Background: an optimization exercise with open tools, aiming at small area. Do not read the settings as production practice.
Where RTL was checked, it was by simulation tests only, not by an equivalence proof against the original.
No activity file was given, so power comes from the tool's default toggle rates.

==> flow/design.v (excerpt) <==
module deadline_ordered_alarm_queue (
   input  logic                          clock,
   input  logic                          reset,
   input  logic                          start,
   output logic                          busy,
   input  logic [doaq_pkg::OP_W-1:0]     req_op,
   input  logic [doaq_pkg::SLOT_W-1:0]   req_alarm_slot,
   input  logic [doaq_pkg::DELAY_W-1:0]  req_delay_ms,
   input  logic                          csr_wr_en,
   input  logic [doaq_pkg::THRESH_W-1:0] csr_wr_data,
   output logic                          rsp_valid,
   output logic                          rsp_kind,
   output logic [doaq_pkg::SLOT_W-1:0]   rsp_slot_out,
   output logic [doaq_pkg::MODE_W-1:0]   rsp_wake_mode,
   output logic [doaq_pkg::DELAY_W-1:0]  rsp_next_delay_ms,
   output logic                          rsp_last
);
Size in the first run: ~710 flip-flops, about 19000 sq um of cells after synthesis.
==> module deadline_ordered_alarm_queue, before the edit <==
module deadline_ordered_alarm_queue (
   input  logic                          clock,
   input  logic                          reset,
   input  logic                          start,
   output logic                          busy,
   input  logic [doaq_pkg::OP_W-1:0]     req_op,
   input  logic [doaq_pkg::SLOT_W-1:0]   req_alarm_slot,
   input  logic [doaq_pkg::DELAY_W-1:0]  req_delay_ms,
   input  logic                          csr_wr_en,
   input  logic [doaq_pkg::THRESH_W-1:0] csr_wr_data,
   output logic                          rsp_valid,
   output logic                          rsp_kind,
   output logic [doaq_pkg::SLOT_W-1:0]   rsp_slot_out,
   output logic [doaq_pkg::MODE_W-1:0]   rsp_wake_mode,
   output logic [doaq_pkg::DELAY_W-1:0]  rsp_next_delay_ms,
   output logic                          rsp_last
);
   localparam int N = doaq_pkg::NUM_ALARMS;
   localparam int EW = doaq_pkg::SLOT_W + doaq_pkg::DELAY_W;
   localparam int TB = doaq_pkg::TIME_BITS;
   localparam logic [2:0] S_IDLE = 3'd0;
   localparam logic [2:0] S_WAIT = 3'd1;
   localparam logic [2:0] S_WAITL = 3'd2;
   localparam logic [2:0] S_DEL = 3'd3;
   localparam logic [2:0] S_PICK = 3'd4;
   localparam logic [2:0] S_INS = 3'd5;
   localparam logic [2:0] S_TICK = 3'd6;
   localparam logic [2:0] S_FIN = 3'd7;
   logic [N*EW-1:0]  ring_ff;
   logic [TB-1:0]    tr_ff;
   logic [3:0]       ph_ff;
   logic [3:0]       hd_ff;
   logic             tz_ff;
   logic             adv_ff, adv_in;
   logic             tc_ff;
   logic [4:0]       count_ff, count_in;
   logic [2:0]       state_ff, state_in;
   logic [1:0]       op_ff;
   logic [3:0]       slot_ff;
   logic [EW-1:0]    c_ff, c_in;
   logic             carry_ff, carry_in;
   logic [doaq_pkg::THRESH_W-1:0] thresh_ff;
   logic [EW-1:0]    e0, dec0, o;
   logic [3:0]       lab;
   logic             lab0, lab15, ph15;
   logic             e0_zero, v0, cr, tgt, place, cmp, hsel, adv_pass, relabel;
   logic             accept, fin0, fire, nonempty;
   logic [TB-1:0]    tsnap;
   logic             tmax, tnear;
   logic [2:0]       tchunk;
   logic [3:0]       tsum;
   assign e0 = ring_ff[EW-1:0];
   assign e0_zero = (e0[31:0] == 32'd0);
   assign nonempty = (count_ff != 5'd0);
   assign lab = ph_ff - hd_ff;
   assign lab0 = (lab == 4'd0);
   assign lab15 = (lab == 4'd15);
   assign ph15 = (ph_ff == 4'd15);
   assign v0 = ({1'b0, lab} < count_ff);
   assign fin0 = (state_ff == S_FIN) && lab0;
   assign fire = fin0 && (op_ff == doaq_pkg::OP_TICK) && nonempty && e0_zero;
   assign busy = (state_ff != S_IDLE) && !(fin0 && !fire);
   assign accept = start && !busy;
   assign tsnap = {tr_ff[2:0], tr_ff[TB-1:3]};
   assign tmax = !tz_ff && (tsnap == '1);
   assign tnear = !tz_ff && (tsnap[TB-1:32] == '1);
   assign hsel = (state_ff == S_WAIT) && ph15 && (op_ff == doaq_pkg::OP_SET) && tnear;
   assign adv_pass = (state_ff == S_TICK) && adv_ff;
   assign dec0 = {e0[35:32], e0[31:0] - {31'd0, adv_pass && !e0_zero}};
   assign cmp = (c_ff[31:0] <= (hsel ? ~tsnap[31:0] : e0[31:0]));
   assign cr = (state_ff == S_PICK) ||
               (((state_ff == S_DEL) || (state_ff == S_INS)) && carry_ff);
   assign tgt = (state_ff == S_DEL) && carry_ff && v0 && (e0[35:32] == slot_ff);
   assign place = (state_ff == S_INS) && !carry_ff && (!v0 || cmp);
   assign o = (cr || place) ? c_ff : dec0;
   assign relabel = fire || ((state_ff == S_DEL) && lab15);
   assign tchunk = tz_ff ? 3'd0 : tr_ff[2:0];
   assign tsum = {1'b0, tchunk} + {3'd0, (ph_ff == 4'd0) ? adv_pass : tc_ff};
   always_comb begin
      state_in = state_ff;
      count_in = count_ff;
      carry_in = carry_ff;
      adv_in = adv_ff;
      c_in = c_ff;
      if (cr || place) c_in = dec0;
      if (hsel && !cmp) c_in[31:0] = ~tsnap[31:0];
      case (state_ff)
         S_WAIT: begin
            if (ph15) begin
               adv_in = !tmax;
               state_in = (op_ff == doaq_pkg::OP_TICK) ? S_TICK :
                          (op_ff == 2'd3) ? S_FIN : S_WAITL;
            end
         end
         S_WAITL: begin
            if (lab15) begin
               state_in = S_DEL;
               carry_in = 1'b1;
            end
         end
         S_DEL: begin
            if (tgt) carry_in = 1'b0;
            if (lab15) begin
               count_in = count_ff - {4'd0, !carry_in};
               state_in = (op_ff == doaq_pkg::OP_SET) ? S_PICK : S_FIN;
            end
         end
         S_PICK: begin
            carry_in = 1'b0;
            state_in = S_INS;
         end
         S_INS: begin
            if (place) carry_in = 1'b1;
            if (lab15) begin
               count_in = count_ff + 5'd1;
               state_in = S_FIN;
            end
         end
         S_TICK: if (ph15) state_in = S_FIN;
         S_FIN: begin
            if (fire) count_in = count_ff - 5'd1;
            else if (lab0) state_in = S_IDLE;
         end
         default: ;
      endcase
      if ((state_in == S_FIN) && (state_ff != S_FIN)) c_in = {4'd0, 12'd0, thresh_ff};
      if (accept) begin
         c_in = {req_alarm_slot, req_delay_ms};
         state_in = S_WAIT;
      end
   end
   always_ff @(posedge clock) begin
      if (reset) begin
         state_ff <= S_IDLE;
         count_ff <= '0;
         ph_ff <= '0;
         hd_ff <= '0;
         tz_ff <= 1'b1;
         thresh_ff <= doaq_pkg::THRESH_RESET;
      end else begin
         state_ff <= state_in;
         count_ff <= count_in;
         ph_ff <= ph_ff + 4'd1;
         hd_ff <= hd_ff + {3'd0, relabel};
         if (ph15) tz_ff <= 1'b0;
         if (csr_wr_en) thresh_ff <= csr_wr_data;
      end
   end
   always_ff @(posedge clock) begin
      ring_ff <= {o, ring_ff[N*EW-1:EW]};
      tr_ff <= {tsum[2:0], tr_ff[TB-1:3]};
      tc_ff <= tsum[3];
      c_ff <= c_in;
      carry_ff <= carry_in;
      adv_ff <= adv_in;
      if (accept) begin
         op_ff <= req_op;
         slot_ff <= req_alarm_slot;
      end
   end
   assign rsp_valid = fin0;
   assign rsp_kind = fire;
   assign rsp_last = !fire;
   assign rsp_slot_out = nonempty ? e0[35:32] : 4'd0;
   assign rsp_next_delay_ms = nonempty ? e0[31:0] : 32'd0;
   assign rsp_wake_mode = (!nonempty || fire) ? 2'd0 :
                          (cmp ? 2'd2 : 2'd1);
endmodule
==> flow/config.mk <==
export PLATFORM = sky130hd
export DESIGN_NAME = deadline_ordered_alarm_queue
export DESIGN_NICKNAME = deadline_ordered_alarm_queue
export VERILOG_FILES = /design/flow/design.v
export SDC_FILE = /design/flow/constraint.sdc
export NUM_CORES = 4
export LEC_CHECK = 0
export CAP_MARGIN = 20
export CORE_MARGIN = 2
export CORE_UTILIZATION = 40
export SLEW_MARGIN = 20
==> flow/constraint.sdc <==
create_clock -name core_clock -period 8.0 [get_ports {clock}]
set_input_delay 1.6000 -clock core_clock [delete_from_list [all_inputs] [get_ports {clock}]]
set_output_delay 1.6000 -clock core_clock [all_outputs]
set_load 0.01 [all_outputs]
standard.sh (not shown) runs the stock make flow with config.mk's settings and CLKGATE_MAP_FILE= SYNTH_SCRIPT=/design/flow/synth_recipe.tcl, a recipe that flattens the netlist after the stock synthesis.
==> flow/flow/run.sh <==
#!/bin/bash
# The standard layout (bash standard.sh), with two ORFS settings given through the environment:
# the port buffers use the smallest buffer, and the clock tree uses large leaf clusters of
# clkbuf_16 without dummy loads.
set -euo pipefail
export BUFFER_PORTS_ARGS="-buffer_cell sky130_fd_sc_hd__buf_1"
export CTS_ARGS="-sink_clustering_enable -repair_clock_nets -buf_list sky130_fd_sc_hd__clkbuf_16 -sink_clustering_size 30 -sink_clustering_max_diameter 80 -dont_use_dummy_load"
bash standard.sh finish > standard.log 2>&1
Edit:
--- a/flow/design.v
+++ b/flow/design.v
@@ -42,7 +42,7 @@
    logic [N*EW-1:0]  ring_ff;
    logic [TB-1:0]    tr_ff;
    logic [3:0]       ph_ff;
-   logic [3:0]       hd_ff;
+   logic [3:0]       lab_ff;
    logic             tz_ff;
    logic             adv_ff, adv_in;
    logic             tc_ff;
@@ -54,7 +54,6 @@
    logic             carry_ff, carry_in;
    logic [doaq_pkg::THRESH_W-1:0] thresh_ff;
    logic [EW-1:0]    e0, dec0, o;
-   logic [3:0]       lab;
    logic             lab0, lab15, ph15;
    logic             e0_zero, v0, cr, tgt, place, cmp, hsel, adv_pass, relabel;
    logic             accept, fin0, fire, nonempty;
@@ -65,11 +64,10 @@
    assign e0 = ring_ff[EW-1:0];
    assign e0_zero = (e0[31:0] == 32'd0);
    assign nonempty = (count_ff != 5'd0);
-   assign lab = ph_ff - hd_ff;
-   assign lab0 = (lab == 4'd0);
-   assign lab15 = (lab == 4'd15);
+   assign lab0 = (lab_ff == 4'd0);
+   assign lab15 = (lab_ff == 4'd15);
    assign ph15 = (ph_ff == 4'd15);
-   assign v0 = ({1'b0, lab} < count_ff);
+   assign v0 = ({1'b0, lab_ff} < count_ff);
    assign fin0 = (state_ff == S_FIN) && lab0;
    assign fire = fin0 && (op_ff == doaq_pkg::OP_TICK) && nonempty && e0_zero;
    assign busy = (state_ff != S_IDLE) && !(fin0 && !fire);
@@ -147,14 +145,14 @@
          state_ff <= S_IDLE;
          count_ff <= '0;
          ph_ff <= '0;
-         hd_ff <= '0;
+         lab_ff <= '0;
          tz_ff <= 1'b1;
          thresh_ff <= doaq_pkg::THRESH_RESET;
       end else begin
          state_ff <= state_in;
          count_ff <= count_in;
          ph_ff <= ph_ff + 4'd1;
-         hd_ff <= hd_ff + {3'd0, relabel};
+         lab_ff <= lab_ff + {3'd0, !relabel};
          if (ph15) tz_ff <= 1'b0;
          if (csr_wr_en) thresh_ff <= csr_wr_data;
       end
Outcome: Synthesized cell count shrinks by a few percent; via count shrinks by a few percent; final cell count shrinks slightly; total power shrinks slightly; routed wire length shrinks slightly; combinational power shrinks by a quarter to a third; worst hold slack gets worse by 27 ps; cell area shrinks slightly; synthesized area shrinks slightly; worst setup slack gets better by 740 ps; flip-flop and latch count is unchanged; register-to-register slack gets better by 1300 ps; clock skew grows by 17 ps.
For the first run of this note, only the layout was checked, not whether the RTL still works.

[what the ideal ports hide]
Ports are ideal in the flow. The routed layouts listed here were re-timed in OpenROAD.
Step 1 assumes that a clkbuf_16 drives the clock port and a buf_2 every other input.
Step 2, shift: input delay + t, output delay - t, t = (earliest + latest rising clock arrival at the registers) / 2. This alone moves slack from input paths to output paths.
Slacks: no drivers / after step 1 / after step 2; pairs: no drivers / after step 1.
| run | shift t [ns] | slack for setup (ns) | hold slack, ns | worst register clock-pin slew, ns |
|---|---|---|---|---|
| the first run | 0.628 | 0.613 / 0.561 / 1.189 | 0.300 / 0.300 / 0.300 | 0.11 / 0.11 |
| the second run | 0.639 | 1.357 / 1.304 / 1.943 | 0.273 / 0.273 / 0.273 | 0.11 / 0.11 |
After both steps every run listed still meets setup and hold.
